This is an optimization exercise on Yosys and OpenROAD, whose aim is small area and a short achievable clock period, not a production implementation. RTL that was checked went through simulation tests only; none was proved equivalent to the original. Function not checked in run 3: the RTL went through the layout flow alone. Power is estimated from default activity; no workload was simulated.

$ cat design/flow/config.mk
export PLATFORM = sky130hd
export DESIGN_NAME = param_router
export DESIGN_NICKNAME = param_router
export VERILOG_FILES = /design/flow/design.v
export SDC_FILE = /design/flow/constraint.sdc
export NUM_CORES = 4
export LEC_CHECK = 0
export CAP_MARGIN = 20
export CORE_MARGIN = 2
export CORE_UTILIZATION = 40
export CTS_CLUSTER_DIAMETER = 100
export CTS_CLUSTER_SIZE = 30
export SLEW_MARGIN = 20
$ cat design/flow/constraint.sdc
create_clock -name core_clock -period 11.0 [get_ports {clk}]
set_input_delay 2.2000 -clock core_clock [delete_from_list [all_inputs] [get_ports {clk}]]
set_output_delay 2.2000 -clock core_clock [all_outputs]
set_load 0.01 [all_outputs]
$ cat design/flow/design.v
module param_router #(
  parameter int N_IN      = 17,
  parameter int N_OUT     = 3,
  parameter int DATA_W    = 16,
  parameter int DEPTH     = 4,
  parameter int PARITY_EN = 1
) (
  input  logic                    clk,
  input  logic                    reset,
  input  logic [N_IN*DATA_W-1:0]  in_data,
  input  logic [N_IN-1:0]         in_valid,
  output logic [N_IN-1:0]         in_ready,
  output logic [N_OUT*DATA_W-1:0] out_data,
  output logic [N_OUT-1:0]        out_valid,
  input  logic [N_OUT-1:0]        out_ready,
  output logic [N_IN-1:0]         fifo_full,
  output logic [15:0]             drop_count
);
  localparam int IW = 5;
  localparam int SW = DATA_W - 1;    
  logic [SW-1:0]   mem    [N_IN][4];
  logic [1:0]      rd_ptr [N_IN];
  logic [1:0]      wr_ptr [N_IN];
  logic [N_IN-1:0] full;
  logic [1:0]      hcode  [N_IN];
  logic [N_IN-1:0] push, pop, drop;
  logic [SW-1:0]   head   [N_IN];
  logic [N_IN-1:0] req    [N_OUT];
  logic [N_IN-1:0] gnt    [N_OUT];
  logic [N_OUT-1:0] gnt_valid, load_en;
  logic [IW-1:0]   gnt_idx    [N_OUT];
  logic [IW-1:0]   last_grant [N_OUT];
  logic [SW-1:0]   slot       [N_OUT];
  logic [16:0]     t17, t_reg;
  logic [4:0]      dc_l, dc_lo;
  logic [10:0]     dc_a0, dc_a1, dc_u;
  logic            dc_cy, dc_sat, dc_ones, dc_now;
  always_comb begin
    logic [DATA_W-1:0] word;
    logic bad;
    for (int i = 0; i < N_IN; i++) begin
      word         = in_data[i*DATA_W +: DATA_W];
      bad          = (&word[15:14]) | (^word);
      fifo_full[i] = full[i];
      in_ready[i]  = ~full[i];
      push[i]      = in_valid[i] & ~full[i] & ~bad;
      drop[i]      = in_valid[i] & ~full[i] & bad;
      head[i]      = mem[i][rd_ptr[i]];
    end
  end
  function automatic logic [15:0] tmerge(input logic [7:0] a, input logic [7:0] b,
                                         input int na, input int nb);
    logic [15:0] r;
    int y;
    r = '0;
    for (int k = 1; k <= na + nb; k++) begin
      for (int x = 0; x <= na; x++) begin
        y = k - x;
        if (y >= 0 && y <= nb)
          r[k-1] = r[k-1] | ((x == 0 ? 1'b1 : a[x-1]) & (y == 0 ? 1'b1 : b[y-1]));
      end
    end
    tmerge = r;
  endfunction
  always_comb begin
    logic [1:0]  t2 [8];
    logic [3:0]  t4 [4];
    logic [7:0]  t8 [2];
    logic [15:0] r, t16;
    for (int g = 0; g < 8; g++) begin
      r = tmerge({7'b0, drop[2*g]}, {7'b0, drop[2*g+1]}, 1, 1);
      t2[g] = r[1:0];
    end
    for (int g = 0; g < 4; g++) begin
      r = tmerge({6'b0, t2[2*g]}, {6'b0, t2[2*g+1]}, 2, 2);
      t4[g] = r[3:0];
    end
    for (int g = 0; g < 2; g++) begin
      r = tmerge({4'b0, t4[2*g]}, {4'b0, t4[2*g+1]}, 4, 4);
      t8[g] = r[7:0];
    end
    t16 = tmerge(t8[0], t8[1], 8, 8);
    t17[0] = t16[0] | drop[16];
    for (int k = 1; k < 16; k++) t17[k] = t16[k] | (t16[k-1] & drop[16]);
    t17[16] = t16[15] & drop[16];
  end
  always_comb begin
    logic [5:0] s;
    logic       oh;
    dc_lo = '0;
    dc_cy = 1'b0;
    for (int k = 0; k <= 17; k++) begin
      s  = {1'b0, dc_l} + 6'(k);
      oh = (k == 0 ? 1'b1 : t_reg[k-1]) & (k == 17 ? 1'b1 : !t_reg[k]);
      if (oh) begin
        dc_lo = dc_lo | s[4:0] | {5{s[5] & dc_ones}};
        dc_cy = dc_cy | s[5];
      end
    end
  end
  assign dc_u       = dc_cy ? dc_a1 : dc_a0;
  assign dc_now     = dc_sat | (dc_cy & dc_ones);
  assign drop_count = {dc_u, dc_lo | {5{dc_sat}}};
  always_comb begin
    logic [N_IN-1:0] mask, rh, pre_h, pre_a;
    logic [1:0] hd;
    logic any_h;
    for (int o = 0; o < N_OUT; o++) begin
      load_en[o] = ~out_valid[o] | out_ready[o];
      for (int i = 0; i < N_IN; i++) begin
        hd        = ~hcode[i];
        req[o][i] = (hd == 2'(o));
        mask[i]   = (IW'(i) > last_grant[o]);
      end
      rh    = req[o] & mask;
      any_h = |rh;
      pre_h = rh << 1;
      pre_a = req[o] << 1;
      for (int d = 1; d < N_IN; d = d * 2) begin
        pre_h = pre_h | (pre_h << d);
        pre_a = pre_a | (pre_a << d);
      end
      gnt[o]       = any_h ? (rh & ~pre_h) : (req[o] & ~pre_a);
      gnt_valid[o] = |req[o];
      gnt_idx[o]   = '0;
      for (int i = 0; i < N_IN; i++) begin
        if (gnt[o][i]) gnt_idx[o] = gnt_idx[o] | IW'(i);
      end
    end
  end
  always_comb begin
    pop = '0;
    for (int o = 0; o < N_OUT; o++) begin
      pop = pop | (gnt[o] & {N_IN{load_en[o]}});
    end
  end
  function automatic logic [1:0] ginc(input logic [1:0] g);
    ginc = {g[0], ~g[1]};
  endfunction
  always_ff @(posedge clk) begin
    for (int i = 0; i < N_IN; i++) begin
      for (int k = 0; k < 4; k++) begin
        if (!full[i] && (wr_ptr[i] == 2'(k)))
          mem[i][k] <= in_data[i*DATA_W + 1 +: SW];
      end
    end
  end
  always_ff @(posedge clk or negedge reset) begin
    logic [1:0] pin, nxt;
    logic       one;
    if (!reset) begin
      for (int i = 0; i < N_IN; i++) begin
        rd_ptr[i] <= '0;
        wr_ptr[i] <= '0;
        full[i]   <= 1'b0;
        hcode[i]  <= 2'b00;
      end
    end else begin
      for (int i = 0; i < N_IN; i++) begin
        if (pop[i])  rd_ptr[i] <= ginc(rd_ptr[i]);
        if (push[i]) wr_ptr[i] <= ginc(wr_ptr[i]);
        if (full[i])
          full[i] <= ~pop[i];
        else
          full[i] <= push[i] & ~pop[i] & (ginc(wr_ptr[i]) == rd_ptr[i]);
        pin = push[i] ? ~in_data[i*DATA_W + 14 +: 2] : 2'b00;
        nxt = ~mem[i][ginc(rd_ptr[i])][SW-1 -: 2];
        one = ~full[i] & (wr_ptr[i] == ginc(rd_ptr[i]));
        if (pop[i])
          hcode[i] <= one ? pin : nxt;
        else if (hcode[i] == 2'b00)
          hcode[i] <= pin;
      end
    end
  end
  always_comb begin
    for (int o = 0; o < N_OUT; o++) begin
      out_data[o*DATA_W +: DATA_W] = {slot[o], ^slot[o]};
    end
  end
  always_ff @(posedge clk) begin
    logic [SW-1:0] d;
    dc_a1 <= (dc_u + 11'd1) | {11{dc_now | (&dc_u)}};
    for (int o = 0; o < N_OUT; o++) begin
      if (load_en[o]) begin
        d = '0;
        for (int i = 0; i < N_IN; i++) d = d | (head[i] & {SW{gnt[o][i]}});
        slot[o] <= d;
      end
    end
  end
  always_ff @(posedge clk or negedge reset) begin
    if (!reset) begin
      out_valid <= '0;
      t_reg     <= '0;
      dc_l      <= '0;
      dc_a0     <= '0;
      dc_sat    <= 1'b0;
      dc_ones   <= 1'b0;
      for (int o = 0; o < N_OUT; o++) last_grant[o] <= IW'(N_IN - 1);
    end else begin
      t_reg   <= t17;
      dc_l    <= dc_lo;
      dc_a0   <= dc_u | {11{dc_now}};
      dc_sat  <= dc_now;
      dc_ones <= &dc_u;
      for (int o = 0; o < N_OUT; o++) begin
        if (load_en[o]) begin
          out_valid[o] <= gnt_valid[o];
          if (gnt_valid[o]) last_grant[o] <= gnt_idx[o];
        end
      end
    end
  end
endmodule
$ cat design/flow/flow/run.sh
#!/bin/bash
# Standard ORFS layout (the standard.sh, standard synthesis unchanged) with
# a tighter setup repair target and single-drive port buffers.
# ORFS writes each step's full log under orfs/logs/; make's own output goes to
# flow_make.log in the work folder.
set -euo pipefail
MARGIN=${MARGIN:-6.4}
bash standard.sh \
  SETUP_SLACK_MARGIN=$MARGIN \
  "BUFFER_PORTS_ARGS=-buffer_cell sky130_fd_sc_hd__buf_1" \
  finish > flow_make.log 2>&1
$ cat design/flow/standard.sh
#!/bin/bash
# synth_recipe.tcl (not shown) runs the flow's synth.tcl, then flattens the netlist and writes it again
# the make line also repeats each setting of config.mk as NAME=value (left out here)
make -C /OpenROAD-flow-scripts/flow DESIGN_CONFIG=/design/flow/config.mk WORK_HOME=/design/flow/orfs CLKGATE_MAP_FILE= SYNTH_SCRIPT=/design/flow/synth_recipe.tcl "${@:-finish}"
==> results.cfg, run 1 <==
[global_route]
first_global_vias = 39480
grt_pass1_wl_microns = 299900
grtUsageTotal_pct = 27.91
grt_remaining_overflow = 0
grt_max_degree = 113
antenna_found_initial = 29

[synthesis]
synth_area_leaders = edfxtp_1 54%, mux4_2 10%, dfrtp_1 7.1%
synth_top_area_cell = edfxtp_1
syn_nets = 4358
netlist_area_sq_um = 59150
syn_inst = 4031
yosysSeqAreaShare_pct = 61.72
avgSynthCellArea_sq_um = 14.67
ys_ff_latch = 1248
synth_edf_count = 1065
async_reset_ff_share_pct = 13.78
synth_flop_cell = edfxtp_1
synth_cell_types = 101
synth_warnings = 14
synth_top_cell_area_share_pct = 54.07

[die]
dieHeight_microns = 388.5
ios = 395
die_area_sq_um = 151000
core-area_sq_um = 147300
start_util_pct = 40.15
num_rows = 141
die_x_microns = 388.5

[power]
ir_worst_vdd_uv = 450.1
p_leak_nw = 23.53
p_total_mw = 22.91
p_per_area_nw_per_um2 = 335.1

[drt]
antenna_left = 0
wl_microns = 215400
drt-vias-per-instance = 6.262
num_vias = 41120
drt_first_pass_iters = 12
post-route-drc-count = 0
drt-initial-drc-count = 5672
avgRoutedWirePerCell_microns = 32.80

[cells_and_area]
final_common_cell = edfxtp_1
largest-register = mem
largest_register_ffs = 1020
area_delta_synth_final_pct = 15.61
n_fill_cell = 12890
fin_nets = 4905
final_core_util_pct = 46.42
most-common-layout-cells = 1065 x edfxtp_1, 295 x buf_1, 275 x mux4_2
reg_top3 = mem x1020, slot x45
drive_gt1_share_pct = 22.03
design_area_sq_um = 68380

[run_status]
status = no timing/DRC/antenna violations

[sta]
hold_viol_final = 0
worst_slew_pin_slew_ns = 1.337
tns_ns = 0
timing.final.crit_share_pct = 50.40
clock.fmax_mhz = 180.4
period_minus_slack_ns = 5.544
skew_ns = 0.04607
setup-violations-final = 0
rsz0062_at_grt = true
slew_headroom_pct = 9.908
report.final.slew_viol_count = 0

[clocking]
postCtsHoldBufs = 0
clock_path_buffers = 3
cts_max_level = 2
clkLatencyLatePin_ns = 0.73
cts_buffers = 52
clock_sinks = 1248
root_buffer = clkbuf_16
cts.clk_slew.worst_paths_ns = 0.12
cts_tree = done

[setup_path]
cp_num_cells = 10
slowest_stage = or4_4
critPathLaunchType = flop
critPathBufInv = 2
path_delay_family = simple AND/OR/NAND/NOR gates
path_cells = buf_6 > ha_2 > nand2_1 > xnor2_2 > a21oi_1 > or4_4 > nor3_4 > nand4_1 > or2_4 > clkbuf_2
crit_type = flop to output port
cp.arrival_ns = 3.34
crit_fanout = 8
reg2reg_depth = 13
endpoint_kind = output port
crit_path_max_incr_delay_ns = 0.54
required_ns = 8.80

[hold_path]
holdPathStages = 2
hold_path_class = flop to flop

[placement]
dpl.hpwl_microns = 155900
port_buffers = 394
place.gp.congestion = 1.029
placed_area_sq_um = 63760

[flow_run]
max-cap-violations = 0
## synthesized netlist by cell type (10+ instances only)
cell type and count:
a211o_1 18, a211oi_1 28, a21o_1 10, a21oi_1 183
a221oi_1 33, a222oi_1 106, a22o_1 36, a22oi_1 144
a31oi_1 17, and2_1 18, and3_1 50, buf_2 21
clkbuf_1 140, dfrtp_1 169, dfxtp_1 11, edfxtp_1 1065
ha_1 33, inv_1 115, mux2_2 26, mux2i_1 50
mux4_2 275, nand2_1 280, nand2b_1 45, nand3_1 66
nand4_1 87, nor2_1 200, nor2b_1 48, nor3_1 99
nor4_1 20, o211ai_1 11, o21a_1 10, o21ai_0 136
o21ai_1 13, o22ai_1 16, or4_1 11, xnor2_1 202
xnor3_1 48, xor2_1 46
## stage by stage
step / worst slack (ns) / hold slack, ns / instances
4_1_cts: 5.422 / 0.5083 / 6487
3_5_place_dp: 4.630 / 0.4912 / 6297
3_3_place_gp: 4.588 / 0.4840 / 6296
6_report: 5.456 / 0.5234 / 6566
5_1_grt: 5.343 / 0.5574 / 6561
2_1_floorplan: 6.021 / 0.4612 / 4031
## cells by family after synthesis
kind of cell | share of synthesized area (%)
AOI/OAI and AO/OA | 10.14
xor gates and xnor gates | 5.500
adders and majority gates | 0.6981
buffers and inverters | 1.904
DFF | 61.72
muxes | 11.86
and+or+nand+nor | 8.182
## tightest hold or removal path, delay by kind of cell (launching register included)
| kind | cells | cell delay, ns |
|---|---|---|
| and+or+nand+nor | 1 | 0.05 |
| DFF | 1 | 0.36 |
| muxes | 1 | 0.08 |
## final cells by class
| type | instances | area, sq um | area share (%) |
|---|---|---|---|
| Antenna cell | 14 | 35.03 | 0.05123 |
| Clock buffer | 84 | 1423 | 2.080 |
| Clock inverter | 14 | 237.7 | 0.3476 |
| Inverter | 118 | 466.7 | 0.6825 |
| Multi-Input combinational cell | 2494 | 23150 | 33.86 |
| Sequential cell | 1248 | 36520 | 53.41 |
| Tap cell | 1930 | 2415 | 3.531 |
| Timing Repair Buffer | 664 | 4129 | 6.038 |
## what timing repair did
| action | CTS | global route |
|---|---|---|
| gates resized for setup | 213 | 193 |
| pin swaps | 74 | 90 |
| gates cloned | 3 | 0 |
| setup endpoints to repair | 65 | 68 |
| buffers inserted | 89 | 65 |
## worst paths after layout
kind                         startpoint  slack [ns]            end
max reg2reg                hcode[10][1]        6.33     slot[2][5]
max in group asynchronous         reset        7.73        dc_l[0]
min reg2reg                    dc_a1[0]        0.52       dc_a0[0]
min in group asynchronous         reset        1.29  wr_ptr[13][0]
max                             dc_l[1]        5.46  drop_count[4]
min                            dc_a1[0]        0.52       dc_a0[0]
## metal layers
layer | global-route usage [%] | up-vias | wire length [microns]
met5 | 1.212 | - | 413
met4 | 13.07 | 28 | 11780
met3 | 8.536 | 545 | 23300
met2 | 42.27 | 2277 | 96630
met1 | 36.66 | 21030 | 83240
li1 | - | 17240 | -
## report_power, final
part	internal [mW]	total, mW	switching, mW
sequential	6.86	7.95	1.10
clock	0.949	2.48	1.53
combinational	4.53	12.5	7.95
==> inputs of run 2 (changes only) <==
==> design/flow/run.sh (new file) <==
#!/bin/bash
# synth_recipe.tcl (not shown) runs the flow's synth.tcl, then flattens the netlist and writes it again
# the make line also repeats each setting of config.mk as NAME=value (left out here)
make -C /OpenROAD-flow-scripts/flow DESIGN_CONFIG=/design/flow/config.mk WORK_HOME=/design/flow/orfs CLKGATE_MAP_FILE= SYNTH_SCRIPT=/design/flow/synth_recipe.tcl finish
--- a/design/flow/config.mk
+++ b/design/flow/config.mk
@@ -8,6 +8,7 @@
 export CAP_MARGIN = 20
 export CORE_MARGIN = 2
 export CORE_UTILIZATION = 40
-export CTS_CLUSTER_DIAMETER = 100
-export CTS_CLUSTER_SIZE = 30
+export CTS_CLUSTER_DIAMETER = 70
+export CTS_CLUSTER_SIZE = 20
+export SETUP_SLACK_MARGIN = 5
 export SLEW_MARGIN = 20
removed: design/flow/flow/run.sh
removed: design/flow/standard.sh
==> results.cfg, run 2 <==
[sta]
tns_ns = 0
worst_slack_ns = 5.107
rsz0062_at_grt = true
skew_ns = 0.05445
report.final.slew_viol_count = 0
timing.final.crit_share_pct = 53.57
worst_slew_pin_slew_ns = 1.245
hold_viol_final = 0
period_minus_slack_ns = 5.893
setup-violations-final = 0
fin_hold_ws_ns = 0.5104
clock.fmax_mhz = 169.7
slew_headroom_pct = 17.00

[setup_path]
cp.arrival_ns = 3.69
crit_fanout = 4
cp_common_cell = buf_4
r2r_start = last_grant[2][1]
slowest_stage = clkdlybuf4s50_1
crit_path_max_incr_delay_ns = 0.48
critPathLaunchType = flop
reg2reg_to = slot[2][5]
critPathBufInv = 5
path_cells = clkinvlp_4 > buf_12 > ha_1 > a21oi_1 > buf_4 > buf_4 > o21ai_0 > a22oi_1 > nand4_1 > or3_1 > or2_2 > clkdlybuf4s50_1
crit_type = flop to output port
reg2reg_depth = 12
r2r_slack_ns = 6.05
path_delay_family = buffers and inverters
endpoint_kind = output port
required_ns = 8.80

[synthesis]
yosysMostFrequentCell = edfxtp_1
syn_inst = 4031
synth_warnings = 14
avgSynthCellArea_sq_um = 14.67
netlist_top_cells_count = 1065 x edfxtp_1, 280 x nand2_1, 275 x mux4_2
synth_cell_types = 101
async_reset_ff_share_pct = 13.78
synth_flop_cell = edfxtp_1
ys_ff_latch = 1248
synth_area_leaders = edfxtp_1 54%, mux4_2 10%, dfrtp_1 7.1%
yosysSeqAreaShare_pct = 61.72
synth_top_area_cell = edfxtp_1
netlist_area_sq_um = 59150
syn_nets = 4358
synth_top_cell_area_share_pct = 54.07
synth_edf_count = 1065

[die]
core-area_sq_um = 147300
ios = 395
num_rows = 141
die_x_microns = 388.5
die_area_sq_um = 151000
start_util_pct = 40.15
dieHeight_microns = 388.5

[clocking]
cts_tree = done
cts.clk_slew.worst_paths_ns = 0.08
cts_max_level = 3
clock_path_buffers = 3
cts_buffers = 90
clock_sinks = 1248
clkLatencyLatePin_ns = 0.77
root_buffer = clkbuf_16

[drt]
drt_first_pass_iters = 13
wl_met2_microns = 92230
wl_met3_microns = 20820
antenna_left = 0
avgRoutedWirePerCell_microns = 32.25
drt-vias-per-instance = 6.210
num_vias = 40340
post-route-drc-count = 0
wl_met1_microns = 83330
top_layer = met5
wl_microns = 209500
drt-initial-drc-count = 5881

[power]
ir_worst_vdd_uv = 475.2
seqPwrFrac_pct = 34.2
power.internal_mw = 12.90
combPwrFrac_pct = 50.5
p_per_area_nw_per_um2 = 334.2
switching_share_pct = 44.65
p_leak_nw = 24.12
power.net_switching_mw = 10.40
p_clk_share_pct = 15.3

[placement]
pre_cts_slack_ns = 4.027
dpl.hpwl_microns = 156300
port_buffers = 394
place.gp.congestion = 1.037

[global_route]
grtUsageTotal_pct = 27.33
grt_remaining_overflow = 0
antenna_found_initial = 24
first_global_vias = 39160
grt_max_degree = 76
grt_pass1_wl_microns = 294400

[cells_and_area]
largest_register_ffs = 1020
largest-register = mem
most-common-layout-cells = 1065 x edfxtp_1, 379 x clkdlybuf4s50_1, 279 x nand2_1
final_core_util_pct = 47.34
n_fill_cell = 12780
area_delta_synth_final_pct = 17.90
final_common_cell = edfxtp_1
reg_top3 = mem x1020, slot x45
fin_nets = 4809
drive_gt1_share_pct = 16.10

[flow_run]
max-cap-violations = 0

[hold_path]
hold_end = dc_a0[0]
holdPathStages = 2
hold_path_class = flop to flop
min_from = dc_a1[0]

[run_status]
status = no timing/DRC/antenna violations
[run 2: logic make-up after synthesis]
logic type,count (synthesis),synth area share (%)
DFF,1248,61.72
muxes,353,11.86
AOI/OAI and AO/OA,838,10.14
and+or+nand+nor,974,8.182
xor gates and xnor gates,296,5.500
adders and majority gates,33,0.6981
buffers and inverters,289,1.904
[run 2: final cells by class]
type                            instances  area, sq um  share of cell area, %
Inverter                              118        450.4                 0.6459
Sequential cell                      1248        36520                  52.37
Multi-Input combinational cell       2494        22170                  31.79
Antenna cell                            7        17.52                0.02512
Timing Repair Buffer                  530         5025                  7.205
Clock inverter                         46        574.3                 0.8235
Clock buffer                          123         2562                  3.674
Tap cell                             1930         2415                  3.463
[run 2: power by group through the flow]
stage	Combinational [mW]	Sequential [mW]	Clock, mW
final	11.8	7.97	3.57
after CTS	11.4	7.94	3.64
after floorplan	6.50	7.43	0
after global routing	12.2	8.10	3.79
after detailed placement	11.1	8.05	0
after global placement	11.1	7.99	0
[run 2: tightest hold or removal path: stages, from the launching register on]
cell and delay, ns:
dfxtp_1 0.35, mux2i_4 0.08, nand2_1 0.06
[run 2: worst max-delay path by stage]
stage	startpoint	to	slack, ns	cells past startpoint
after floorplan	dc_l[2]	drop_count[12]	5.70	11
after global placement	in_data[254]	t_reg[6]	3.99	13
after detailed placement	in_data[254]	t_reg[6]	4.03	13
after CTS	dc_l[2]	drop_count[3]	4.86	13
after global routing	dc_l[0]	drop_count[2]	4.97	10
final	dc_l[2]	drop_count[2]	5.11	12
[run 2: repair_timing]
action                                  CTS  global route
pin swaps                                 5             6
gates cloned                              1             0
endpoints found under the setup margin   21            21
gates resized for setup                  63            31
hold buffers                              0             0
setup buffers                            18             3
[run 2: metal layers]
| layer | vias up | GRT usage [%] |
|---|---|---|
| li1 | 17090 | - |
| met5 | - | 0 |
| met4 | 36 | 13.82 |
| met3 | 419 | 7.956 |
| met1 | 20650 | 36.22 |
| met2 | 2150 | 41.01 |
[run 2: through the flow]
| stage | instance area [sq um] | std cells | total power [mW] |
|---|---|---|---|
| 2_1_floorplan | 59150 | 4031 | 13.93 |
| 3_3_place_gp | 66020 | 6296 | 19.12 |
| 3_5_place_dp | 66020 | 6296 | 19.17 |
| 4_1_cts | 69530 | 6484 | 22.94 |
| 5_1_grt | 69720 | 6490 | 24.06 |
| 6_report | 69740 | 6496 | 23.30 |
==> inputs of run 3 (changes only) <==
--- a/design/flow/design.v
+++ b/design/flow/design.v
@@ -31,9 +31,9 @@
   logic [IW-1:0]   gnt_idx    [N_OUT];
   logic [IW-1:0]   last_grant [N_OUT];
   logic [SW-1:0]   slot       [N_OUT];
-  logic [16:0]     t17, t_reg;
+  logic [17:0]     n_oh, n_reg;
   logic [4:0]      dc_l, dc_lo;
-  logic [10:0]     dc_a0, dc_a1, dc_u;
+  logic [10:0]     dc_h, dc_h1, dc_u;
   logic            dc_cy, dc_sat, dc_ones, dc_now;
   always_comb begin
     logic [DATA_W-1:0] word;
@@ -67,6 +67,7 @@
     logic [3:0]  t4 [4];
     logic [7:0]  t8 [2];
     logic [15:0] r, t16;
+    logic [16:0] t17;
     for (int g = 0; g < 8; g++) begin
       r = tmerge({7'b0, drop[2*g]}, {7'b0, drop[2*g+1]}, 1, 1);
       t2[g] = r[1:0];
@@ -83,33 +84,31 @@
     t17[0] = t16[0] | drop[16];
     for (int k = 1; k < 16; k++) t17[k] = t16[k] | (t16[k-1] & drop[16]);
     t17[16] = t16[15] & drop[16];
+    for (int k = 0; k <= 17; k++)
+      n_oh[k] = (k == 0 ? 1'b1 : t17[k-1]) & (k == 17 ? 1'b1 : !t17[k]);
   end
   always_comb begin
     logic [5:0] s;
-    logic       oh;
     dc_lo = '0;
     dc_cy = 1'b0;
     for (int k = 0; k <= 17; k++) begin
-      s  = {1'b0, dc_l} + 6'(k);
-      oh = (k == 0 ? 1'b1 : t_reg[k-1]) & (k == 17 ? 1'b1 : !t_reg[k]);
-      if (oh) begin
-        dc_lo = dc_lo | s[4:0] | {5{s[5] & dc_ones}};
+      s = {1'b0, dc_l} + 6'(k);
+      if (n_reg[k]) begin
+        dc_lo = dc_lo | s[4:0];
         dc_cy = dc_cy | s[5];
       end
     end
   end
-  assign dc_u       = dc_cy ? dc_a1 : dc_a0;
+  assign dc_u       = dc_cy ? dc_h1 : dc_h;
   assign dc_now     = dc_sat | (dc_cy & dc_ones);
-  assign drop_count = {dc_u, dc_lo | {5{dc_sat}}};
+  assign drop_count = {dc_u | {11{dc_now}}, dc_lo | {5{dc_now}}};
   always_comb begin
     logic [N_IN-1:0] mask, rh, pre_h, pre_a;
-    logic [1:0] hd;
     logic any_h;
     for (int o = 0; o < N_OUT; o++) begin
       load_en[o] = ~out_valid[o] | out_ready[o];
       for (int i = 0; i < N_IN; i++) begin
-        hd        = ~hcode[i];
-        req[o][i] = (hd == 2'(o));
+        req[o][i] = (hcode[i] == ~2'(o));
         mask[i]   = (IW'(i) > last_grant[o]);
       end
       rh    = req[o] & mask;
@@ -180,7 +179,7 @@
   end
   always_ff @(posedge clk) begin
     logic [SW-1:0] d;
-    dc_a1 <= (dc_u + 11'd1) | {11{dc_now | (&dc_u)}};
+    dc_h1 <= dc_u + 11'd1;
     for (int o = 0; o < N_OUT; o++) begin
       if (load_en[o]) begin
         d = '0;
@@ -192,16 +191,16 @@
   always_ff @(posedge clk or negedge reset) begin
     if (!reset) begin
       out_valid <= '0;
-      t_reg     <= '0;
+      n_reg     <= 18'd1;
       dc_l      <= '0;
-      dc_a0     <= '0;
+      dc_h      <= '0;
       dc_sat    <= 1'b0;
       dc_ones   <= 1'b0;
       for (int o = 0; o < N_OUT; o++) last_grant[o] <= IW'(N_IN - 1);
     end else begin
-      t_reg   <= t17;
+      n_reg   <= n_oh;
       dc_l    <= dc_lo;
-      dc_a0   <= dc_u | {11{dc_now}};
+      dc_h    <= dc_u;
       dc_sat  <= dc_now;
       dc_ones <= &dc_u;
       for (int o = 0; o < N_OUT; o++) begin
--- a/design/flow/config.mk
+++ b/design/flow/config.mk
@@ -8,7 +8,7 @@
 export CAP_MARGIN = 20
 export CORE_MARGIN = 2
 export CORE_UTILIZATION = 40
-export CTS_CLUSTER_DIAMETER = 70
-export CTS_CLUSTER_SIZE = 20
+export CTS_CLUSTER_DIAMETER = 100
+export CTS_CLUSTER_SIZE = 30
 export SETUP_SLACK_MARGIN = 5
 export SLEW_MARGIN = 20
==> results.cfg, run 3 <==
[run_status]
status = no timing/DRC/antenna violations

[clocking]
postCtsHoldBufs = 0
cts_max_level = 2
clock_path_buffers = 3
cts_buffers = 53
root_buffer = clkbuf_16
clkLatencyLatePin_ns = 0.72
cts_tree = done
cts.clk_slew.worst_paths_ns = 0.11
clock_sinks = 1249

[cells_and_area]
area_delta_synth_final_pct = 14.40
fin_nets = 4538
drive_gt1_share_pct = 15.18
n_fill_cell = 12840
most-common-layout-cells = 1065 x edfxtp_1, 393 x clkdlybuf4s50_1, 289 x mux4_2
design_area_sq_um = 67270
final_common_cell = edfxtp_1
largest-register = mem
seqCellArea_sq_um = 36540
largest_register_ffs = 1020
reg_top3 = mem x1020, slot x45
multi_input_area_sq_um = 21560

[die]
die_x_microns = 387.4
num_rows = 140
core-area_sq_um = 145700
die_area_sq_um = 150100
start_util_pct = 40.35
ios = 395
dieHeight_microns = 387.4

[synthesis]
synth_cell_types = 111
async_reset_ff_share_pct = 13.85
netlist_top_cells_count = 1065 x edfxtp_1, 289 x mux4_2, 235 x nand2_1
synth_top_cell_area_share_pct = 54.38
synth_edf_count = 1065
avgSynthCellArea_sq_um = 15.28
synth_top_area_cell = edfxtp_1
syn_nets = 4174
syn_inst = 3848
netlist_area_sq_um = 58810
synth_warnings = 14
ys_ff_latch = 1249
synth_area_leaders = edfxtp_1 54%, mux4_2 11%, dfrtp_1 7.2%
yosysMostFrequentCell = edfxtp_1
synth_flop_cell = edfxtp_1
yosysSeqAreaShare_pct = 62.13

[drt]
num_vias = 39310
antenna_left = 0
avgRoutedWirePerCell_microns = 33.39
drt-initial-drc-count = 6132
wl_microns = 206500
drt-vias-per-instance = 6.357
post-route-drc-count = 0
drt_first_pass_iters = 13

[global_route]
grt_pass1_wl_microns = 287600
grtUsageTotal_pct = 26.90
antenna_found_initial = 21
grt_remaining_overflow = 0
grt_max_degree = 69
first_global_vias = 37670

[setup_path]
required_ns = 8.80
crit_fanout = 10
cp.arrival_ns = 3.68
critPathLaunchType = flop
endpoint_kind = output port
crit_type = flop to output port

[sta]
worst_slew_pin_slew_ns = 1.262
report.final.slew_viol_count = 0
worst_slack_ns = 5.121
skew_ns = 0.04910
tns_ns = 0
rsz0062_at_grt = true
clock.fmax_mhz = 170.1
timing.final.crit_share_pct = 53.45
hold_viol_final = 0
period_minus_slack_ns = 5.879
setup-violations-final = 0
slew_headroom_pct = 15.79
fin_hold_ws_ns = 0.4901

[power]
ir_worst_vdd_uv = 421.4
p_per_area_nw_per_um2 = 340.3
p_leak_nw = 22.74

[placement]
pre_cts_slack_ns = 4.402
port_buffers = 394
place.gp.congestion = 1.039
dpl.hpwl_microns = 150600
placed_area_sq_um = 65370

[hold_path]
hold_path_class = flop to flop

[flow_run]
max-cap-violations = 0
-- run 3: worst paths after layout --
path / slack, ns / endpoint / cells after the start / start
worst min-delay path: 0.49 / dc_h1[0] / 1 / dc_h1[0]
max in group asynchronous: 8.11 / wr_ptr[0][1] / 2 / reset
worst max register to register: 6.03 / slot[2][13] / 11 / hcode[8][0]
min in group asynchronous: 1.46 / dc_h[3] / 1 / reset
worst max-delay path: 5.12 / drop_count[15] / 11 / dc_l[2]
worst min register to register: 0.49 / dc_h1[0] / 1 / dc_h1[0]
-- run 3: worst max-delay path, cell delays in order (launching register included) --
cell and delay, ns:
dfrtp_2 0.47, inv_2 0.15, ha_2 0.24, inv_1 0.09, a221oi_2 0.30, nand3_1 0.13
a311oi_2 0.31, o21ai_4 0.13, buf_4 0.23, mux2i_2 0.32, nand2_1 0.11, clkdlybuf4s50_1 0.49
-- run 3: metrics by stage --
step | total power [mW] | cells | utilization [%]
CTS | 22.25 | 6171 | 46.09
global placement | 19.65 | 6066 | 44.85
global route | 23.55 | 6179 | 46.15
detailed placement | 19.66 | 6066 | 44.85
finish | 22.89 | 6183 | 46.16
floorplan | 14.37 | 3848 | -
-- run 3: area by class of cell --
| type | instances | area share [%] |
|---|---|---|
| antenna | 10 | 0.03720 |
| clock inverter | 15 | 0.3348 |
| timing repair buffer | 490 | 6.948 |
| clock buffer | 84 | 2.239 |
| sequential | 1249 | 54.31 |
| multi-input combinational | 2326 | 32.05 |
| tap | 1917 | 3.565 |
| inverter | 92 | 0.5133 |
-- run 3: power breakdown --
part	total, mW	internal, mW	switching [mW]
registers	8.22	6.94	1.28
clock network	2.53	0.998	1.54
logic	12.1	4.27	7.87
total	22.9	12.2	10.7
-- run 3: logic make-up (layout without fill, tap and decap cells) --
| logic type | count (synthesis) | after routing | share of synthesized area, % |
|---|---|---|---|
| flip-flops | 1249 | 1249 | 62.13 |
| AND/OR/NAND/NOR | 904 | 904 | 7.696 |
| AO/OA/AOI/OAI | 748 | 748 | 10.01 |
| multiplexers | 355 | 355 | 12.23 |
| XOR/XNOR | 286 | 286 | 5.389 |
| buffers and inverters | 273 | 681 | 1.847 |
| adder cells (fa/ha/maj) | 33 | 33 | 0.7000 |
| other | 0 | 10 | 0 |
-- run 3: what timing repair did --
action                                  CTS  global route
gates cloned                              0             0
resized for setup                        10            12
hold endpoints to repair                  0             0
setup buffers                             6             0
pin swaps                                 2             0
endpoints found under the setup margin   16            25
-- run 3: per-layer routing --
layer	routed length, microns	part of all wire [%]	vias to the layer above	global-route usage, %
met4	11090	5.4	8	12.31
li1	-	-	16240	-
met2	92530	45	2394	40.73
met3	24260	12	588	8.795
met1	78530	38	20080	35.22
met5	52	0.025	-	0
==> inputs of run 4 (changes only) <==
--- a/design/flow/design.v
+++ b/design/flow/design.v
@@ -31,9 +31,11 @@
   logic [IW-1:0]   gnt_idx    [N_OUT];
   logic [IW-1:0]   last_grant [N_OUT];
   logic [SW-1:0]   slot       [N_OUT];
-  logic [17:0]     n_oh, n_reg;
-  logic [4:0]      dc_l, dc_lo;
-  logic [10:0]     dc_h, dc_h1, dc_u;
+  logic [16:0]     t17, t_reg;
+  logic [4:0]      dc_lo;
+  logic [4:0]      dc_pl [18];
+  logic [17:0]     dc_cl;
+  logic [10:0]     dc_a0, dc_a1, dc_u;
   logic            dc_cy, dc_sat, dc_ones, dc_now;
   always_comb begin
     logic [DATA_W-1:0] word;
@@ -67,7 +69,6 @@
     logic [3:0]  t4 [4];
     logic [7:0]  t8 [2];
     logic [15:0] r, t16;
-    logic [16:0] t17;
     for (int g = 0; g < 8; g++) begin
       r = tmerge({7'b0, drop[2*g]}, {7'b0, drop[2*g+1]}, 1, 1);
       t2[g] = r[1:0];
@@ -84,31 +85,46 @@
     t17[0] = t16[0] | drop[16];
     for (int k = 1; k < 16; k++) t17[k] = t16[k] | (t16[k-1] & drop[16]);
     t17[16] = t16[15] & drop[16];
-    for (int k = 0; k <= 17; k++)
-      n_oh[k] = (k == 0 ? 1'b1 : t17[k-1]) & (k == 17 ? 1'b1 : !t17[k]);
-  end
-  always_comb begin
-    logic [5:0] s;
+  end
+  always_comb begin
+    logic oh;
     dc_lo = '0;
     dc_cy = 1'b0;
     for (int k = 0; k <= 17; k++) begin
-      s = {1'b0, dc_l} + 6'(k);
-      if (n_reg[k]) begin
-        dc_lo = dc_lo | s[4:0];
-        dc_cy = dc_cy | s[5];
-      end
-    end
-  end
-  assign dc_u       = dc_cy ? dc_h1 : dc_h;
+      oh = (k == 0 ? 1'b1 : t_reg[k-1]) & (k == 17 ? 1'b1 : !t_reg[k]);
+      if (oh) begin
+        dc_lo = dc_lo | dc_pl[k];
+        dc_cy = dc_cy | dc_cl[k];
+      end
+    end
+  end
+  assign dc_u       = dc_cy ? dc_a1 : dc_a0;
   assign dc_now     = dc_sat | (dc_cy & dc_ones);
-  assign drop_count = {dc_u | {11{dc_now}}, dc_lo | {5{dc_now}}};
+  assign drop_count = {dc_u, dc_lo};
+  always_ff @(posedge clk or negedge reset) begin
+    logic [5:0] s;
+    if (!reset) begin
+      for (int k = 0; k <= 17; k++) begin
+        dc_pl[k] <= 5'(k);
+        dc_cl[k] <= 1'b0;
+      end
+    end else begin
+      for (int k = 0; k <= 17; k++) begin
+        s = {1'b0, dc_lo} + 6'(k);
+        dc_pl[k] <= s[4:0] | {5{dc_now | (s[5] & (&dc_u))}};
+        dc_cl[k] <= s[5];
+      end
+    end
+  end
   always_comb begin
     logic [N_IN-1:0] mask, rh, pre_h, pre_a;
+    logic [1:0] hd;
     logic any_h;
     for (int o = 0; o < N_OUT; o++) begin
       load_en[o] = ~out_valid[o] | out_ready[o];
       for (int i = 0; i < N_IN; i++) begin
-        req[o][i] = (hcode[i] == ~2'(o));
+        hd        = ~hcode[i];
+        req[o][i] = (hd == 2'(o));
         mask[i]   = (IW'(i) > last_grant[o]);
       end
       rh    = req[o] & mask;
@@ -179,7 +195,7 @@
   end
   always_ff @(posedge clk) begin
     logic [SW-1:0] d;
-    dc_h1 <= dc_u + 11'd1;
+    dc_a1 <= (dc_u + 11'd1) | {11{dc_now | (&dc_u)}};
     for (int o = 0; o < N_OUT; o++) begin
       if (load_en[o]) begin
         d = '0;
@@ -191,16 +207,14 @@
   always_ff @(posedge clk or negedge reset) begin
     if (!reset) begin
       out_valid <= '0;
-      n_reg     <= 18'd1;
-      dc_l      <= '0;
-      dc_h      <= '0;
+      t_reg     <= '0;
+      dc_a0     <= '0;
       dc_sat    <= 1'b0;
       dc_ones   <= 1'b0;
       for (int o = 0; o < N_OUT; o++) last_grant[o] <= IW'(N_IN - 1);
     end else begin
-      n_reg   <= n_oh;
-      dc_l    <= dc_lo;
-      dc_h    <= dc_u;
+      t_reg   <= t17;
+      dc_a0   <= dc_u | {11{dc_now}};
       dc_sat  <= dc_now;
       dc_ones <= &dc_u;
       for (int o = 0; o < N_OUT; o++) begin
==> design/flow/flow/run.sh (new file) <==
#!/bin/bash
# Standard ORFS layout (the standard.sh, standard synthesis unchanged) with
# a tighter setup repair target and single-drive port buffers.
# ORFS writes each step's full log under orfs/logs/; make's own output goes to
# flow_make.log in the work folder.
set -euo pipefail
MARGIN=${MARGIN:-6.4}
bash standard.sh \
  SETUP_SLACK_MARGIN=$MARGIN \
  "BUFFER_PORTS_ARGS=-buffer_cell sky130_fd_sc_hd__buf_1" \
  finish > flow_make.log 2>&1
==> design/flow/standard.sh (new file) <==
#!/bin/bash
# synth_recipe.tcl (not shown) runs the flow's synth.tcl, then flattens the netlist and writes it again
# the make line also repeats each setting of config.mk as NAME=value (left out here)
make -C /OpenROAD-flow-scripts/flow DESIGN_CONFIG=/design/flow/config.mk WORK_HOME=/design/flow/orfs CLKGATE_MAP_FILE= SYNTH_SCRIPT=/design/flow/synth_recipe.tcl "${@:-finish}"
--- a/design/flow/config.mk
+++ b/design/flow/config.mk
@@ -10,5 +10,4 @@
 export CORE_UTILIZATION = 40
 export CTS_CLUSTER_DIAMETER = 100
 export CTS_CLUSTER_SIZE = 30
-export SETUP_SLACK_MARGIN = 5
 export SLEW_MARGIN = 20
removed: design/flow/run.sh
==> results.cfg, run 4 <==
[power]
p_per_area_nw_per_um2 = 353.8
p_total_mw = 25.18
power.internal_mw = 13.32
p_leak_nw = 24.80
seqPwrFrac_pct = 35.1
power.net_switching_mw = 11.86
switching_share_pct = 47.09
ir_worst_vdd_uv = 197.0
p_clk_share_pct = 10.2
combPwrFrac_pct = 54.7

[cells_and_area]
largest_register_ffs = 1020
largest-register = mem
reg_top3 = mem x1020, dc_pl x90, slot x45
drive_gt1_share_pct = 22.86
final_core_util_pct = 46.14
area_delta_synth_final_pct = 14.49
design_area_sq_um = 71170
final_common_cell = edfxtp_1
seqCellArea_sq_um = 39110
fin_nets = 4989
n_fill_cell = 13610
most-common-layout-cells = 1065 x edfxtp_1, 306 x nand2_1, 289 x mux4_2
multi_input_area_sq_um = 23670

[die]
start_util_pct = 40.30
dieHeight_microns = 398.2
core-area_sq_um = 154200
ios = 395
die_x_microns = 398.2
die_area_sq_um = 158600
num_rows = 144

[global_route]
grt.met3_usage_pct = 8.714
grtUsageTotal_pct = 28.21
grt_remaining_overflow = 0
grt_pass1_wl_microns = 315800
grt_max_degree = 80
grt.busiest_layer = met2
use_met1_pct = 37.05
antenna_found_initial = 31
first_global_vias = 40690
grt.met2_usage_pct = 42.71

[drt]
num_vias = 42790
drt-initial-drc-count = 6716
post-route-drc-count = 0
wl_microns = 228600
avgRoutedWirePerCell_microns = 33.81
drt-vias-per-instance = 6.329
antenna_left = 0
drt_first_pass_iters = 12

[synthesis]
synth_flop_cell = edfxtp_1
syn_inst = 4152
yosysMostFrequentCell = edfxtp_1
synth_top_area_cell = edfxtp_1
synth_cell_types = 94
synth_top_cell_area_share_pct = 51.45
avgSynthCellArea_sq_um = 14.97
async_reset_ff_share_pct = 20.30
ys_ff_latch = 1350
syn_nets = 4479
netlist_top_cells_count = 1065 x edfxtp_1, 317 x nand2_1, 289 x mux4_2
synth_area_leaders = edfxtp_1 51%, mux4_2 10%, dfrtp_1 9.5%
synth_edf_count = 1065
synth_warnings = 15
yosysSeqAreaShare_pct = 62.91
netlist_area_sq_um = 62160

[setup_path]
crit_type = flop to output port
required_ns = 8.80
cp.arrival_ns = 2.93
endpoint_kind = output port
critPathLaunchType = flop
crit_fanout = 8

[sta]
timing.final.crit_share_pct = 46.64
rsz0062_at_grt = true
setup-violations-final = 0
slew_headroom_pct = 11.15
fin_hold_ws_ns = 0.5022
period_minus_slack_ns = 5.131
clock.fmax_mhz = 194.9
worst_slew_pin_slew_ns = 1.328
report.final.slew_viol_count = 0
skew_ns = 0.04527
tns_ns = 0
hold_viol_final = 0

[clocking]
clkLatencyLatePin_ns = 0.72
cts_max_level = 2
cts_tree = done
clock_sinks = 1350
postCtsHoldBufs = 0
root_buffer = clkbuf_16
clock_path_buffers = 3
cts.clk_slew.worst_paths_ns = 0.11
cts_buffers = 54

[placement]
dpl.hpwl_microns = 167400
placed_area_sq_um = 67080
place.gp.congestion = 1.053
port_buffers = 394

[run_status]
status = no timing/DRC/antenna violations

[hold_path]
hold_path_class = flop to flop

[flow_run]
max-cap-violations = 0
==> run 4: cell count changes in the layout (fill, tap and decap cells not counted), sizes merged, moves of 50 or more <==
cell / previous run / this run
buf: 96 / 553
nand3: 118 / 68
clkbuf: 85 / 167
dfrtp: 169 / 236
clkdlybuf4s50: 393 / 0
nand2: 242 / 317
==> run 4: final timing paths <==
path | depth (start not counted) | slack, ns | from | end
hold reg to reg | 2 | 0.50 | dc_a1[1] | dc_a0[1]
setup reg to reg | 11 | 6.42 | hcode[4][1] | rd_ptr[9][1]
max in group asynchronous | 3 | 7.35 | reset | hcode[2][0]
setup / recovery | 9 | 5.87 | t_reg[13] | drop_count[5]
hold / removal | 2 | 0.50 | dc_a1[1] | dc_a0[1]
min in group asynchronous | 1 | 1.51 | reset | wr_ptr[8][1]
==> run 4: cell type report <==
type	instances	area share [%]
tap	2044	3.594
clock inverter	11	0.2180
antenna	10	0.03516
clock buffer	89	2.141
timing repair buffer	631	5.332
multi-input combinational	2537	33.26
inverter	88	0.4642
sequential	1350	54.95
==> run 4: per-stage QoR <==
step,instances,worst slack (ns)
after global routing,6756,5.797
after floorplan,4152,6.122
after CTS,6701,5.848
after detailed placement,6543,5.100
after global placement,6542,5.156
final,6760,5.869
==> run 4: kinds of logic (layout without fill, tap and decap cells) <==
logic type	count (synthesis)	in the layout	share of synthesized area (%)
compound gates	831	832	9.960
xor+xnor	294	294	5.205
fa+ha+maj	33	33	0.6643
buf+inv	268	819	1.697
flops	1350	1350	62.91
mux	340	340	11.35
other cells	0	10	0
simple gates	1036	1038	8.215
==> run 4: power by group through the flow <==
stage / clock [mW] / sequential, mW / combinational (mW)
after floorplan: 0 / 8.27 / 7.43
after CTS: 2.64 / 8.82 / 13.0
after detailed placement: 0 / 8.93 / 12.5
after global placement: 0 / 8.85 / 12.5
after global routing: 2.79 / 8.98 / 14.2
final: 2.57 / 8.83 / 13.8
==> run 4: routing by layer <==
layer	wire length, microns	part of all wire, %	vias up
met4	14530	6.4	26
met2	101300	44	2513
li1	-	-	17680
met1	87160	38	21950
met3	25430	11	619
met5	174	0.076	-
==> run 4: critical path: stages (launching register included) <==
cell and delay, ns:
dfrtp_1 0.43, nor2b_1 0.14, buf_4 0.15, a22o_4 0.22, nor4_4 0.29, nand4_1 0.19
buf_6 0.20, buf_8 0.14, mux2_2 0.32, buf_1 0.14
==> run 4: what timing repair did <==
item	in CTS	in global routing
setup endpoints to repair	133	53
buffers inserted	57	46
gates resized for setup	167	225
pin swaps	60	84
cloned	1	2
hold endpoints to repair	0	0
==> inputs of run 5 (changes only) <==
--- a/design/flow/design.v
+++ b/design/flow/design.v
@@ -102,20 +102,18 @@
   assign dc_now     = dc_sat | (dc_cy & dc_ones);
   assign drop_count = {dc_u, dc_lo};
   always_ff @(posedge clk or negedge reset) begin
+    if (!reset) dc_pl[0] <= '0;
+    else        dc_pl[0] <= dc_lo | {5{dc_now}};
+  end
+  always_ff @(posedge clk) begin
     logic [5:0] s;
-    if (!reset) begin
-      for (int k = 0; k <= 17; k++) begin
-        dc_pl[k] <= 5'(k);
-        dc_cl[k] <= 1'b0;
-      end
-    end else begin
-      for (int k = 0; k <= 17; k++) begin
-        s = {1'b0, dc_lo} + 6'(k);
-        dc_pl[k] <= s[4:0] | {5{dc_now | (s[5] & (&dc_u))}};
-        dc_cl[k] <= s[5];
-      end
-    end
-  end
+    for (int k = 1; k <= 17; k++) begin
+      s = {1'b0, dc_lo} + 6'(k);
+      dc_pl[k] <= s[4:0] | {5{dc_now | (s[5] & (&dc_u))}};
+      dc_cl[k] <= s[5];
+    end
+  end
+  assign dc_cl[0] = 1'b0;
   always_comb begin
     logic [N_IN-1:0] mask, rh, pre_h, pre_a;
     logic [1:0] hd;
--- a/design/flow/config.mk
+++ b/design/flow/config.mk
@@ -8,6 +8,6 @@
 export CAP_MARGIN = 20
 export CORE_MARGIN = 2
 export CORE_UTILIZATION = 40
-export CTS_CLUSTER_DIAMETER = 100
-export CTS_CLUSTER_SIZE = 30
+export CTS_CLUSTER_DIAMETER = 70
+export CTS_CLUSTER_SIZE = 20
 export SLEW_MARGIN = 20
==> results.cfg, run 5 <==
[hold_path]
hold_end = wr_ptr[11][0]
min_from = wr_ptr[11][0]
hold_path_class = flop to flop
holdPathStages = 2

[synthesis]
synth_edf_count = 1065
async_reset_ff_share_pct = 12.74
synth_warnings = 16
netlist_area_sq_um = 61210
avgSynthCellArea_sq_um = 14.91
syn_nets = 4431
yosysMostFrequentCell = edfxtp_1
synth_top_area_cell = edfxtp_1
yosysSeqAreaShare_pct = 62.98
synth_top_cell_area_share_pct = 52.25
ys_ff_latch = 1350
synth_flop_cell = edfxtp_1
synth_area_leaders = edfxtp_1 52%, mux4_2 11%, dfrtp_1 6.9%
syn_inst = 4104
netlist_top_cells_count = 1065 x edfxtp_1, 309 x nand2_1, 289 x mux4_2
synth_cell_types = 94

[drt]
avgRoutedWirePerCell_microns = 31.88
num_vias = 41980
drt_first_pass_iters = 13
drt-vias-per-instance = 6.176
drt-initial-drc-count = 6354
post-route-drc-count = 0
wl_microns = 216700
antenna_left = 0

[die]
core-area_sq_um = 151900
die_area_sq_um = 156200
die_x_microns = 395.2
ios = 395
dieHeight_microns = 395.2
start_util_pct = 40.29
num_rows = 143

[sta]
hold_viol_final = 0
rsz0062_at_grt = true
slew_headroom_pct = 19.89
setup-violations-final = 0
worst_slack_ns = 6.188
skew_ns = 0.05432
clock.fmax_mhz = 207.8
report.final.slew_viol_count = 0
tns_ns = 0
timing.final.crit_share_pct = 43.74
worst_slew_pin_slew_ns = 1.202
period_minus_slack_ns = 4.812

[setup_path]
reg2reg_depth = 11
critPathLaunchType = flop
required_ns = 8.80
path_delay_family = buffers and inverters
r2r_start = hcode[8][1]
cp.arrival_ns = 2.61
crit_path_max_incr_delay_ns = 0.43
slowest_stage = dfrtp_1
path_cells = nor2b_4 > a222oi_1 > buf_4 > nand3_4 > buf_12 > mux2i_4 > inv_1 > buf_2
crit_fanout = 5
endpoint_kind = output port
crit_type = flop to output port
r2r_slack_ns = 6.45
startpoint = t_reg[6]
reg2reg_to = slot[2][2]
critPathBufInv = 4

[cells_and_area]
largest_register_ffs = 1020
largest-register = mem
multi_input_area_sq_um = 22980
area_delta_synth_final_pct = 16.96
most-common-layout-cells = 1065 x edfxtp_1, 297 x nand2_1, 289 x mux4_2
final_common_cell = edfxtp_1
fin_nets = 5003
design_area_sq_um = 71590
drive_gt1_share_pct = 22.50
final_cells = 6797
n_fill_cell = 13220
reg_top3 = mem x1020, dc_pl x90, slot x45
seqCellArea_sq_um = 38560

[run_status]
status = no timing/DRC/antenna violations

[placement]
port_buffers = 394
placed_area_sq_um = 65920
dpl.hpwl_microns = 158700
dp.cells = 6476
pre_cts_slack_ns = 4.827
place.gp.congestion = 1.048

[clocking]
postCtsHoldBufs = 0
cts.clk_slew.worst_paths_ns = 0.07
clkLatencyLatePin_ns = 0.77
root_buffer = clkbuf_16
cts_buffers = 95
cts_max_level = 3
clock_path_buffers = 3
cts_tree = done
clock_sinks = 1350

[global_route]
grt_pass1_wl_microns = 303300
first_global_vias = 40480
grt_remaining_overflow = 0
grt_max_degree = 60
antenna_found_initial = 37
grtUsageTotal_pct = 27.23

[power]
p_per_area_nw_per_um2 = 359.1
p_leak_nw = 25.19
ir_worst_vdd_uv = 243.3
p_total_mw = 25.71

[flow_run]
max-cap-violations = 0
run 5: changes by cell type in the layout (fill, tap and decap cells not counted), sizes merged, moves of 13 or more:
cell / before / now
a222oi: 140 / 105
a22oi: 122 / 159
and3: 56 / 78
and4: 4 / 17
clkbuf: 167 / 207
clkinv: 7 / 23
dfrtp: 236 / 169
dfstp: 38 / 3
dfxtp: 11 / 113
inv: 92 / 132
mux2i: 24 / 43
nand4: 69 / 45
o22ai: 33 / 20
or2: 25 / 5
run 5: kinds of logic (layout without fill, tap and decap cells):
logic type                 after synthesis  in the layout  synth area share (%)
buffers and inverters                  281            931                 1.774
AOI/OAI and AO/OA                      801            801                 9.696
muxes                                  347            347                 11.61
and+or+nand+nor                        996            998                 7.944
DFF                                   1350           1350                 62.98
adders and majority gates               33             33                0.6746
xor gates and xnor gates               296            296                 5.315
other                                    0             11                     0
run 5: layer usage:
metal | vias up | global-route usage, % | wire (microns)
li1 | 17550 | - | -
met4 | 30 | 12.57 | 11570
met5 | - | 0.3695 | 449
met1 | 21490 | 36.97 | 86040
met3 | 548 | 7.682 | 22980
met2 | 2363 | 40.55 | 95660
run 5: metrics by stage:
stage          hold slack [ns]  util [%]
6_report                0.5933     47.13
5_1_grt                 0.6404     47.12
4_1_cts                 0.5974     46.57
3_5_place_dp            0.4951     43.40
3_3_place_gp            0.4886     43.38
2_1_floorplan           0.4542         -
run 5: area by class of cell:
class	instances	share of cell area [%]
well taps	2030	3.548
multi-input cells	2475	32.10
flip-flops and latches	1350	53.86
diodes	11	0.03845
clock buffers	123	3.496
inverters	110	0.5855
clock inverters	54	0.9648
repair buffers	644	5.402
run 5: what timing repair did:
action	4_1_cts	5_1_grt
pin swaps	47	81
cloned	2	0
gates resized for setup	155	223
setup endpoints to repair	105	34
buffers inserted	101	27
run 5: tightest hold or removal path, stage by stage, from the launching register on:
cell and delay [ns]:
dfrtp_1 0.42, nand2_1 0.06, o21ai_0 0.07
run 5: worst max-delay path by stage:
stage	endpoint	slack, ns	cells after the start
after global routing	drop_count[15]	6.11	7
after global placement	t_reg[6]	4.89	13
final	drop_count[12]	6.19	8
after detailed placement	t_reg[6]	4.83	13
after CTS	drop_count[15]	6.16	7
after floorplan	t_reg[12]	6.16	11
run 5: where the power goes:
group | switching, mW | leakage, nW | total (mW) | internal [mW]
Clock | 1.93 | 1.53 | 3.72 | 1.79
Sequential | 1.19 | 12.9 | 8.78 | 7.58
Combinational | 8.55 | 10.8 | 13.2 | 4.66
Total | 11.7 | 25.2 | 25.7 | 14.0
==> inputs of run 6 (changes only) <==
--- a/design/flow/design.v
+++ b/design/flow/design.v
@@ -34,7 +34,7 @@
   logic [16:0]     t17, t_reg;
   logic [4:0]      dc_lo;
   logic [4:0]      dc_pl [18];
-  logic [17:0]     dc_cl;
+  logic [17:1]     dc_fk;
   logic [10:0]     dc_a0, dc_a1, dc_u;
   logic            dc_cy, dc_sat, dc_ones, dc_now;
   always_comb begin
@@ -42,7 +42,7 @@
     logic bad;
     for (int i = 0; i < N_IN; i++) begin
       word         = in_data[i*DATA_W +: DATA_W];
-      bad          = (&word[15:14]) | (^word);
+      bad          = (&word[15:14]) | (^{word[15], word[13], word[14], word[12:0]});
       fifo_full[i] = full[i];
       in_ready[i]  = ~full[i];
       push[i]      = in_valid[i] & ~full[i] & ~bad;
@@ -92,11 +92,9 @@
     dc_cy = 1'b0;
     for (int k = 0; k <= 17; k++) begin
       oh = (k == 0 ? 1'b1 : t_reg[k-1]) & (k == 17 ? 1'b1 : !t_reg[k]);
-      if (oh) begin
-        dc_lo = dc_lo | dc_pl[k];
-        dc_cy = dc_cy | dc_cl[k];
-      end
-    end
+      if (oh) dc_lo = dc_lo | dc_pl[k];
+    end
+    for (int k = 1; k <= 17; k++) dc_cy = dc_cy | (dc_fk[k] & t_reg[k-1]);
   end
   assign dc_u       = dc_cy ? dc_a1 : dc_a0;
   assign dc_now     = dc_sat | (dc_cy & dc_ones);
@@ -110,10 +108,9 @@
     for (int k = 1; k <= 17; k++) begin
       s = {1'b0, dc_lo} + 6'(k);
       dc_pl[k] <= s[4:0] | {5{dc_now | (s[5] & (&dc_u))}};
-      dc_cl[k] <= s[5];
-    end
-  end
-  assign dc_cl[0] = 1'b0;
+      dc_fk[k] <= (dc_lo == 5'(32 - k));
+    end
+  end
   always_comb begin
     logic [N_IN-1:0] mask, rh, pre_h, pre_a;
     logic [1:0] hd;
--- a/design/flow/flow/run.sh
+++ b/design/flow/flow/run.sh
@@ -4,7 +4,7 @@
 # ORFS writes each step's full log under orfs/logs/; make's own output goes to
 # flow_make.log in the work folder.
 set -euo pipefail
-MARGIN=${MARGIN:-6.4}
+MARGIN=${MARGIN:-6.5}
 bash standard.sh \
   SETUP_SLACK_MARGIN=$MARGIN \
   "BUFFER_PORTS_ARGS=-buffer_cell sky130_fd_sc_hd__buf_1" \
==> results.cfg, run 6 <==
[clocking]
clock_path_buffers = 3
cts_buffers = 95
cts_max_level = 3
cts_tree = done
root_buffer = clkbuf_16
clkLatencyLatePin_ns = 0.76
clock_sinks = 1350
cts.clk_slew.worst_paths_ns = 0.08

[drt]
drt_first_pass_iters = 13
wl_met1_microns = 84020
drt-vias-per-instance = 6.162
wl_met3_microns = 22650
antenna_left = 0
num_vias = 42110
wl_met2_microns = 98130
drt-initial-drc-count = 5808
wl_microns = 218200
top_layer = met5
post-route-drc-count = 0
avgRoutedWirePerCell_microns = 31.94

[synthesis]
yosysSeqAreaShare_pct = 63.19
synth_flop_cell = edfxtp_1
avgSynthCellArea_sq_um = 14.66
synth_warnings = 15
synth_top_cell_area_share_pct = 52.42
syn_inst = 4161
synth_edf_count = 1065
async_reset_ff_share_pct = 12.74
ys_ff_latch = 1350
netlist_area_sq_um = 61010
syn_nets = 4475
synth_area_leaders = edfxtp_1 52%, mux4_2 11%, dfrtp_1 6.9%
netlist_top_cells_count = 1065 x edfxtp_1, 329 x nand2_1, 304 x xnor2_1
yosysMostFrequentCell = edfxtp_1
synth_cell_types = 105
synth_top_area_cell = edfxtp_1

[sta]
period_minus_slack_ns = 4.767
setup-violations-final = 0
timing.final.crit_share_pct = 43.33
report.final.slew_viol_count = 0
worst_slack_ns = 6.233
hold_viol_final = 0
tns_ns = 0
fin_hold_ws_ns = 0.5242
slew_headroom_pct = 14.89
worst_slew_pin_slew_ns = 1.273
clock.fmax_mhz = 209.8
rsz0062_at_grt = true
skew_ns = 0.06041

[cells_and_area]
reg_top3 = mem x1020, dc_pl x90, slot x45
area_delta_synth_final_pct = 19.40
final_core_util_pct = 48.01
largest_register_ffs = 1020
final_common_cell = edfxtp_1
drive_gt1_share_pct = 26.21
n_fill_cell = 13330
fin_nets = 5028
most-common-layout-cells = 1065 x edfxtp_1, 322 x nand2_1, 289 x mux4_2
largest-register = mem

[setup_path]
cp.arrival_ns = 2.57
critPathBufInv = 2
path_cells = a22o_1 > a221oi_2 > and3_4 > nand3_4 > buf_16 > mux2_4 > buf_6
crit_type = flop to output port
crit_fanout = 5
critPathLaunchType = flop
slowest_stage = dfrtp_1
path_delay_family = flip-flops
required_ns = 8.80
endpoint_kind = output port
crit_path_max_incr_delay_ns = 0.43

[global_route]
grtUsageTotal_pct = 27.41
antenna_found_initial = 22
first_global_vias = 40510
grt_pass1_wl_microns = 305000
grt_remaining_overflow = 0
grt_max_degree = 54

[die]
core-area_sq_um = 151700
num_rows = 143
start_util_pct = 40.21
ios = 395
dieHeight_microns = 394.5
die_area_sq_um = 155700
die_x_microns = 394.5

[power]
p_leak_nw = 25.64
ir_worst_vdd_uv = 290.1
p_per_area_nw_per_um2 = 344.1

[placement]
port_buffers = 394
place.gp.congestion = 0.9918
pre_cts_slack_ns = 4.995
dpl.hpwl_microns = 156900

[hold_path]
hold_path_class = flop to flop

[flow_run]
max-cap-violations = 0

[run_status]
status = no timing/DRC/antenna violations
run 6: changes by cell type in the layout (fill, tap and decap cells not counted), moves of 40 or more:
cell / change
buf_6: +49
buf_2: +44
buf_1: -98
clkbuf_2: -40
a221oi_1: +43
xnor2_2: +89
run 6: per-stage QoR:
| stage | instances | total power [mW] | cell area (sq um) |
|---|---|---|---|
| floorplan | 4161 | 14.81 | 61090 |
| global placement | 6515 | 19.75 | 65520 |
| detailed placement | 6516 | 19.81 | 65520 |
| CTS | 6772 | 24.28 | 70930 |
| global route | 6829 | 25.89 | 72840 |
| finish | 6833 | 25.07 | 72850 |
run 6: final timing paths:
| kind | from | end | slack, ns | cells past startpoint |
|---|---|---|---|---|
| worst max-delay path | t_reg[15] | drop_count[7] | 6.23 | 7 |
| worst min-delay path | dc_a0[9] | dc_a0[9] | 0.52 | 2 |
| worst max register to register | last_grant[2][0] | slot[2][3] | 6.37 | 11 |
| worst min register to register | dc_a0[9] | dc_a0[9] | 0.52 | 2 |
| max in group asynchronous | reset | rd_ptr[10][1] | 7.44 | 3 |
| min in group asynchronous | reset | rd_ptr[15][0] | 1.57 | 1 |
run 6: what timing repair did:
action / in CTS / in global routing
buffers inserted: 75 / 53
setup endpoints to repair: 68 / 66
gates cloned: 3 / 0
pin swaps: 102 / 161
gates resized for setup: 430 / 403
hold buffers: 0 / 0
run 6: report_power, final:
group | switching (mW) | internal [mW] | total [mW]
combinational | 8.29 | 4.50 | 12.8
clock | 1.92 | 1.88 | 3.79
sequential | 1.09 | 7.39 | 8.48
run 6: cell families after synthesis:
logic type               Yosys count  share of synthesized area (%)
adder cells (fa/ha/maj)           21                         0.4266
AND/OR/NAND/NOR                  995                          7.912
XOR/XNOR                         358                          5.139
multiplexers                     327                          11.34
AO/OA/AOI/OAI                    828                          10.21
flip-flops                      1350                          63.19
buffers and inverters            282                          1.784
run 6: layout make-up:
type                       instances  area (sq um)  share of cell area [%]
multi-input combinational       2531         23780                   32.64
tap                             2030          2540                   3.487
timing repair buffer             627          4264                   5.854
clock inverter                    48         681.9                  0.9361
clock buffer                     130          2592                   3.559
inverter                         109         417.9                  0.5737
antenna                            8         20.02                 0.02748
sequential                      1350         38550                   52.93
run 6: metal layers:
layer / global-route usage [%] / vias up
met5: 0.09236 / -
met4: 13.67 / 24
met3: 7.300 / 588
met2: 41.46 / 2257
met1: 36.55 / 21560
li1: - / 17680
run 6: tightest hold or removal path: stages (launching register included):
cell and delay, ns:
dfrtp_1 0.35, mux2i_1 0.08, nand2_1 0.07
==> inputs of run 7 (changes only) <==
--- a/design/flow/config.mk
+++ b/design/flow/config.mk
@@ -7,7 +7,7 @@
 export LEC_CHECK = 0
 export CAP_MARGIN = 20
 export CORE_MARGIN = 2
-export CORE_UTILIZATION = 40
+export CORE_UTILIZATION = 50
 export CTS_CLUSTER_DIAMETER = 70
 export CTS_CLUSTER_SIZE = 20
 export SLEW_MARGIN = 20
==> results.cfg, run 7 <==
[run_status]
status = no timing/DRC/antenna violations

[sta]
hold_viol_final = 0
skew_ns = 0.03055
tns_ns = 0
timing.final.crit_share_pct = 42.88
worst_slew_pin_slew_ns = 1.204
report.final.slew_viol_count = 0
setup-violations-final = 0
slew_headroom_pct = 19.71
period_minus_slack_ns = 4.717
rsz0062_at_grt = true
clock.fmax_mhz = 212.0

[clocking]
cts_tree = done
clock_sinks = 1350
postCtsHoldBufs = 0
cts_buffers = 93
root_buffer = clkbuf_16
clkLatencyLatePin_ns = 0.73
cts_max_level = 3
clock_path_buffers = 3
cts.clk_slew.worst_paths_ns = 0.08

[global_route]
grtUsageTotal_pct = 32.59
first_global_vias = 39880
grt_pass1_wl_microns = 291300
antenna_found_initial = 11
grt_max_degree = 60
grt_remaining_overflow = 0

[synthesis]
yosysMostFrequentCell = edfxtp_1
ys_ff_latch = 1350
async_reset_ff_share_pct = 12.74
synth_top_cell_area_share_pct = 52.42
avgSynthCellArea_sq_um = 14.66
syn_inst = 4161
netlist_area_sq_um = 61010
synth_flop_cell = edfxtp_1
synth_warnings = 15
synth_cell_types = 105
netlist_top_cells_count = 1065 x edfxtp_1, 329 x nand2_1, 304 x xnor2_1
syn_nets = 4475
synth_area_leaders = edfxtp_1 52%, mux4_2 11%, dfrtp_1 6.9%
yosysSeqAreaShare_pct = 63.19
synth_top_area_cell = edfxtp_1
synth_edf_count = 1065

[die]
die_area_sq_um = 124800
core-area_sq_um = 121400
dieHeight_microns = 353.3
start_util_pct = 50.26
num_rows = 128
die_x_microns = 353.3
ios = 395

[power]
p_total_mw = 24.51
ir_worst_vdd_uv = 277.9
p_leak_nw = 25.49
p_per_area_nw_per_um2 = 341.7

[drt]
post-route-drc-count = 0
drt_first_pass_iters = 11
drt-initial-drc-count = 6237
avgRoutedWirePerCell_microns = 32.21
num_vias = 41720
drt-vias-per-instance = 6.509
wl_microns = 206400
antenna_left = 0

[cells_and_area]
n_fill_cell = 9644
final_common_cell = edfxtp_1
largest_register_ffs = 1020
most-common-layout-cells = 1065 x edfxtp_1, 323 x nand2_1, 289 x mux4_2
largest-register = mem
area_delta_synth_final_pct = 17.58
drive_gt1_share_pct = 26.10
fin_nets = 5015
reg_top3 = mem x1020, dc_pl x90, slot x45

[hold_path]
hold_path_class = flop to flop

[setup_path]
crit_type = flop to output port
slowest_stage = dfrtp_1
path_delay_family = compound AO/OA/AOI/OAI gates
path_cells = a22oi_1 > nand2_1 > a221oi_4 > buf_4 > nand3_4 > mux2_4 > buf_6
critPathBufInv = 2
cp.arrival_ns = 2.52
endpoint_kind = output port
crit_fanout = 5
crit_path_max_incr_delay_ns = 0.42
critPathLaunchType = flop
required_ns = 8.80

[flow_run]
max-cap-violations = 0

[placement]
dpl.hpwl_microns = 147900
place.gp.congestion = 1.012
port_buffers = 394
## run 7: cell count changes in the layout (fill, tap and decap cells not counted), sizes merged
cell	before	now
buf	581	557
nand2	331	330
clkinv	22	23
clkinvlp	3	6
clkbuf	176	181
nand3	85	86
diode	8	4
inv	126	127
## run 7: repair_timing
| action | CTS | global route |
|---|---|---|
| gates cloned | 2 | 0 |
| endpoints found under the setup margin | 38 | 46 |
| gates resized for setup | 376 | 351 |
| pin swaps | 85 | 131 |
| buffers inserted | 53 | 53 |
## run 7: final timing paths
kind                                   from             to  slack, ns  depth (start not counted)
max                                t_reg[9]  drop_count[9]       6.28                          7
min reg2reg                       dc_a1[10]      dc_a0[10]       0.56                          2
max reg2reg                last_grant[0][1]     slot[0][1]       6.59                         10
min in group asynchronous             reset  rd_ptr[14][1]       1.37                          1
max in group asynchronous             reset    hcode[6][0]       7.78                          3
min                               dc_a1[10]      dc_a0[10]       0.56                          2
## run 7: layout make-up
| type | instances | area [sq um] | area share [%] |
|---|---|---|---|
| Clock inverter | 53 | 664.4 | 0.9262 |
| Antenna cell | 4 | 10.01 | 0.01395 |
| Inverter | 109 | 409.1 | 0.5704 |
| Clock buffer | 122 | 2469 | 3.441 |
| Timing Repair Buffer | 616 | 3944 | 5.498 |
| Tap cell | 1625 | 2033 | 2.834 |
| Sequential cell | 1350 | 38550 | 53.74 |
| Multi-Input combinational cell | 2531 | 23650 | 32.97 |
## run 7: worst min-delay path: stages (launching register included)
cell and delay [ns]:
dfxtp_1 0.36, mux2i_4 0.09, nand2_1 0.08
## run 7: kinds of logic after synthesis
| logic type | Yosys count | synth area share, % |
|---|---|---|
| buffers and inverters | 282 | 1.784 |
| AND/OR/NAND/NOR | 995 | 7.912 |
| AO/OA/AOI/OAI | 828 | 10.21 |
| adder cells (fa/ha/maj) | 21 | 0.4266 |
| multiplexers | 327 | 11.34 |
| flip-flops | 1350 | 63.19 |
| XOR/XNOR | 358 | 5.139 |
## run 7: through the flow
stage               utilization [%]  setup WS (ns)  area (sq um)  hold slack [ns]  instances
floorplan                         -          6.125         61090           0.4640       4161
global placement              53.62          5.164         65090           0.5037       6118
detailed placement            53.63          5.188         65110           0.5031       6120
CTS                           57.57          6.240         69890           0.5405       6350
global route                  59.09          6.169         71730           0.5880       6408
finish                        59.09          6.283         71730           0.5603       6410
## run 7: power breakdown
part	switching (mW)	leakage (nW)	internal [mW]
sequential	1.03	12.9	7.39
clock	1.89	1.50	1.80
combinational	7.99	11.1	4.40
## run 7: routing by layer
metal  vias up  track usage (%)  share of wire (%)
li1      17620                -                  -
met1     21180            43.60                 38
met2      2391            48.55                 45
met3       523            10.81                 12
met4        16            14.94                5.5
met5         -                0              0.050

Check on run 7: ideal ports give 6.283 ns setup slack; a clkbuf_16 on the clock port and buf_2 on the inputs give 6.201 ns; moving port delays by the midpoint clock arrival (0.798 ns) as well gives 5.582 ns.
